Background: an optimization exercise with open tools, aiming at small area. Do not read the settings as production practice.
RTL that was checked went through simulation tests only; none was proved equivalent to the original.
Power is estimated from default activity; no workload was simulated. The clock port is modelled as an ideal driver; clocking choices that lean on that would not hold on a real chip.

// r_debug_mw
module r_debug_mw #(
   parameter int ADDR_BYTES  = 4,
   parameter int MAX_WORDS   = 16,
   parameter int TIMEOUT_CYC = 4096
) (
   input  logic        clk,
   input  logic        reset,
   output logic [63:0] O_TDATA,
   output logic        O_TVALID,
   output logic        O_TLAST,
   input  logic        O_TREADY,
   input  logic [63:0] I_TDATA,
   input  logic        I_TVALID,
   input  logic        I_TLAST,
   output logic        I_TREADY,
   output logic [7:0]  tx_data,
   output logic        tx_has_data,
   input  logic        tx_data_consume,
   input  logic [7:0]  rx_data,
   output logic        rx_has_space,
   input  logic        rx_data_produce,
   output logic        busy,
   output logic        err_sticky
);
   localparam logic [2:0] IDLE = 3'd0, CNT = 3'd1, ADDR = 3'd2, PAYLOAD = 3'd3,
                          MREQ = 3'd4, MRESP = 3'd5, TXDATA = 3'd6, TXACK = 3'd7;
   logic [2:0]   state;
   logic [511:0] sb;           
   logic [31:2]  addr;
   logic [4:0]   n;            
   logic [1:0]   opc;          
   logic [5:0]   c;            
   logic [11:0]  tcnt;
   logic [3:0]   p;            
  ...
clock: 6.0 ns
lec_check: 0
cap_margin: 0
core_margin: 2
core_utilization: 65
gpl_routability_driven: 0
gpl_timing_driven: 0
place_density: 0.75
slew_margin: 0
standard.sh (not shown) runs the stock make flow with config.mk's settings and CLKGATE_MAP_FILE= SYNTH_SCRIPT=/design/flow/synth_recipe.tcl, a recipe that flattens the netlist after the stock synthesis.
==> flow/flow/run.sh <==
#!/bin/bash
# Standard ORFS layout with: an area-oriented ABC script for the final technology mapping,
# the smallest buffer for port buffering, and CTS without dummy loads.
set -euo pipefail
export FLOW_WORK=$(pwd)
export MY_ABC_SCRIPT=$FLOW_WORK/flow/area.script
export BUFFER_PORTS_ARGS="-buffer_cell sky130_fd_sc_hd__buf_1"
export CTS_ARGS="-sink_clustering_enable -repair_clock_nets -dont_use_dummy_load -sink_clustering_size 10 -sink_clustering_max_diameter 40 -buf_list sky130_fd_sc_hd__clkbuf_4"
bash standard.sh SYNTH_SCRIPT=$FLOW_WORK/flow/wrap.tcl finish > standard.log 2>&1
==> flow/flow/area.script <==
strash
dc2
dch -f
amap
strash
dch -f
amap
topo
stime -c
==> flow/flow/wrap.tcl <==
# The standard synthesis script, with the final ABC mapping run from flow/area.script
# (an area-oriented script) instead of ORFS's delay-oriented one. Registers are mapped before
# this step, so they are the standard synthesis's registers.
proc abc {args} {
  set i [lsearch $args -script]
  if { $i >= 0 } { lset args [expr {$i + 1}] $::env(MY_ABC_SCRIPT) }
  yosys abc {*}$args
}
source $::env(FLOW_WORK)/synth_recipe.tcl
Next try:
==> flow/flow/area.script (replaced) <==
strash
dc2
dch -f
amap
topo
stime -c
GPL_ROUTABILITY_DRIVEN = not set   (was 0)
GPL_TIMING_DRIVEN = not set   (was 0)
Die area came out lower by about 0.4%; flip-flop and latch count is unchanged; worst setup slack is better by 0.85 ns; hold slack degrades by 0.0063 ns; via count drops by about 1.1%; routed wire length is higher by about 0.5%; synthesized cell count is lower by 2.7%; global-route usage came out higher by 0.14 points; power is lower by about 1.2%; cell area is lower by 2.2%; cell count came out lower by 1.9%.
Next try:
==> flow/flow/area.script (replaced) <==
strash
dc2
dch -f
amap
strash
dch -f
amap
topo
stime -c
GPL_TIMING_DRIVEN = 0   (was not set)
Outcome:
- die area is higher by 0.41%
- via count is higher by 2.2%
- synthesized area is higher by about 0.4%
- non-clock buffer count is higher by 4
- synthesized cell count is higher by 2.8%
- power is higher by about 1.7%
- sequential share of layout area is lower by 1.8 points
- core utilization is higher by 1.6 points
- cell area is higher by about 2.5%
- register-to-register slack loses 1.5 ns

r_debug_mw, a different RTL version from the one above (not shown whole).
For scale: ~1600 cells after synthesis, roughly 590 flip-flops.
Design r_debug_mw, start of the top module:
module r_debug_mw #(
   parameter int ADDR_BYTES  = 4,
   parameter int MAX_WORDS   = 16,
   parameter int TIMEOUT_CYC = 4096
) (
   input  logic        clk,
   input  logic        reset,
   output logic [63:0] O_TDATA,
   output logic        O_TVALID,
   output logic        O_TLAST,
   input  logic        O_TREADY,
   input  logic [63:0] I_TDATA,
   input  logic        I_TVALID,
   input  logic        I_TLAST,
   output logic        I_TREADY,
   output logic [7:0]  tx_data,
   output logic        tx_has_data,
   input  logic        tx_data_consume,
   input  logic [7:0]  rx_data,
   output logic        rx_has_space,
   input  logic        rx_data_produce,
   output logic        busy,
   output logic        err_sticky
);
   localparam logic [3:0] IDLE = 4'd0, CNT = 4'd1, ADDR = 4'd2, PAYLOAD = 4'd3,
                          MREQ = 4'd4, MRESP = 4'd5, TXDATA = 4'd6, TXACK = 4'd7, TXWAIT = 4'd8;
   logic [3:0]   state;
   logic [511:0] sb;           
   logic [31:2]  addr;
   logic [4:0]   n;            
   logic [1:0]   opc;          
   logic [5:0]   c;            
   logic [11:0]  tcnt;
   logic [3:0]   p;            
   logic         swap, zero, tmo, drain, tx_ld;
   logic         rx_ok, is_rd, is_wrs, is_fill, a, last_pay, acc, wr_en, cap, tx_free;
   logic [4:0]   e;
   logic [63:0]  beat;
   assign a            = addr[2];
   assign is_rd        = (opc == 2'b11);
   assign is_wrs       = (opc == 2'b10);
   assign is_fill      = (opc == 2'b01);
   assign rx_has_space = (state[3:2] == 2'b00);
   assign busy         = (state != IDLE);
   assign O_TVALID     = (state == MREQ);
   assign rx_ok        = rx_data_produce && rx_has_space;
   assign e            = n + {4'd0, a} + 5'd1;           
   assign last_pay     = (c[1:0] == 2'd3) && (is_fill || c[5:2] == e[3:0]);
   assign O_TLAST      = is_rd || (c[3:0] == e[4:1]);
   assign I_TREADY     = drain || (state == MRESP && (!is_rd || p[3]));
   assign acc          = I_TVALID && I_TREADY && !drain;
   assign wr_en        = (state == PAYLOAD) && rx_data_produce;
   assign cap          = (state == MRESP) && is_rd && acc;
   assign tx_free      = !tx_ld && !tx_has_data;
   logic        hsel;
   logic [7:0]  bsel;
   logic [63:0] header;
  ...
export LEC_CHECK = 0
export CAP_MARGIN = 20
export CORE_MARGIN = 2
export CORE_UTILIZATION = 65
export PLACE_DENSITY = 0.75
export SLEW_MARGIN = 20
create_clock -name core_clock -period 6.0 [get_ports {clk}]
==> flow/flow/run.sh <==
#!/bin/bash
# Standard ORFS layout; port buffers use the smallest buffer and CTS skips dummy loads.
set -euo pipefail
export BUFFER_PORTS_ARGS="-buffer_cell sky130_fd_sc_hd__buf_1"
export CTS_ARGS="-sink_clustering_enable -repair_clock_nets -dont_use_dummy_load"
bash standard.sh > standard.log 2>&1
The starting point produced a clean layout.
Edit:
--- a/flow/flow/run.sh
+++ b/flow/flow/run.sh
@@ -5 +5 @@
-export CTS_ARGS="-sink_clustering_enable -repair_clock_nets -dont_use_dummy_load"
+export CTS_ARGS="-sink_clustering_enable -repair_clock_nets -dont_use_dummy_load -sink_clustering_size 30 -sink_clustering_max_diameter 100 -buf_list sky130_fd_sc_hd__clkbuf_16"
After rerunning: The changed run ran to the end with no violations. Worst setup slack is about the same. Design area falls by a few percent. Die area stays the same. Routed wire length decreases slightly. First-iteration DRC count rose by a few percent. Register-to-register slack degrades by 0.07 ns. Core utilization shrinks by 2.2 points. Synthesized area does not change. Power came out lower by roughly a tenth. Clock power came out lower by well over a third.
No functional check of the RTL was part of any run of this note.

## static timing again, ports no longer ideal
Ports are ideal in the flow. The routed layouts listed here were re-timed in OpenROAD.
Step 1 sets driving cells, clkbuf_16 on the clock port and buf_2 on the other inputs (assumed; they add their load-dependent delay and slew).
Step 2 times the ports against the registers' clock, not the clock port: input delays grow and output delays shrink by t, the midpoint of the rising clock arrivals with the driver on.
Three values: ideal, step 1, step 2; two values: the first two.
run | t (ns) | setup WS [ns] | worst setup path after step 2 | worst register clock-pin slew, ns | worst slew at a driven data input, ns
the first run of note 1 | 0.770 | 0.101 / 0.059 / 0.719 | register to register | 0.12 / 0.12 | 0.05
the second run of note 1 | 0.731 | 0.955 / 0.903 / 1.634 | register to output | 0.11 / 0.11 | 0.10
the third run of note 1 | 0.793 | 0.204 / 0.158 / 0.607 | register to register | 0.11 / 0.11 | 0.04
the first run of note 2 | 0.655 | 0.307 / 0.253 / 0.908 | register to output | 0.06 / 0.06 | 0.05
the second run of note 2 | 0.619 | 0.307 / 0.250 / 0.869 | register to output | 0.12 / 0.12 | 0.05
After both steps setup and hold are still met in every run listed.
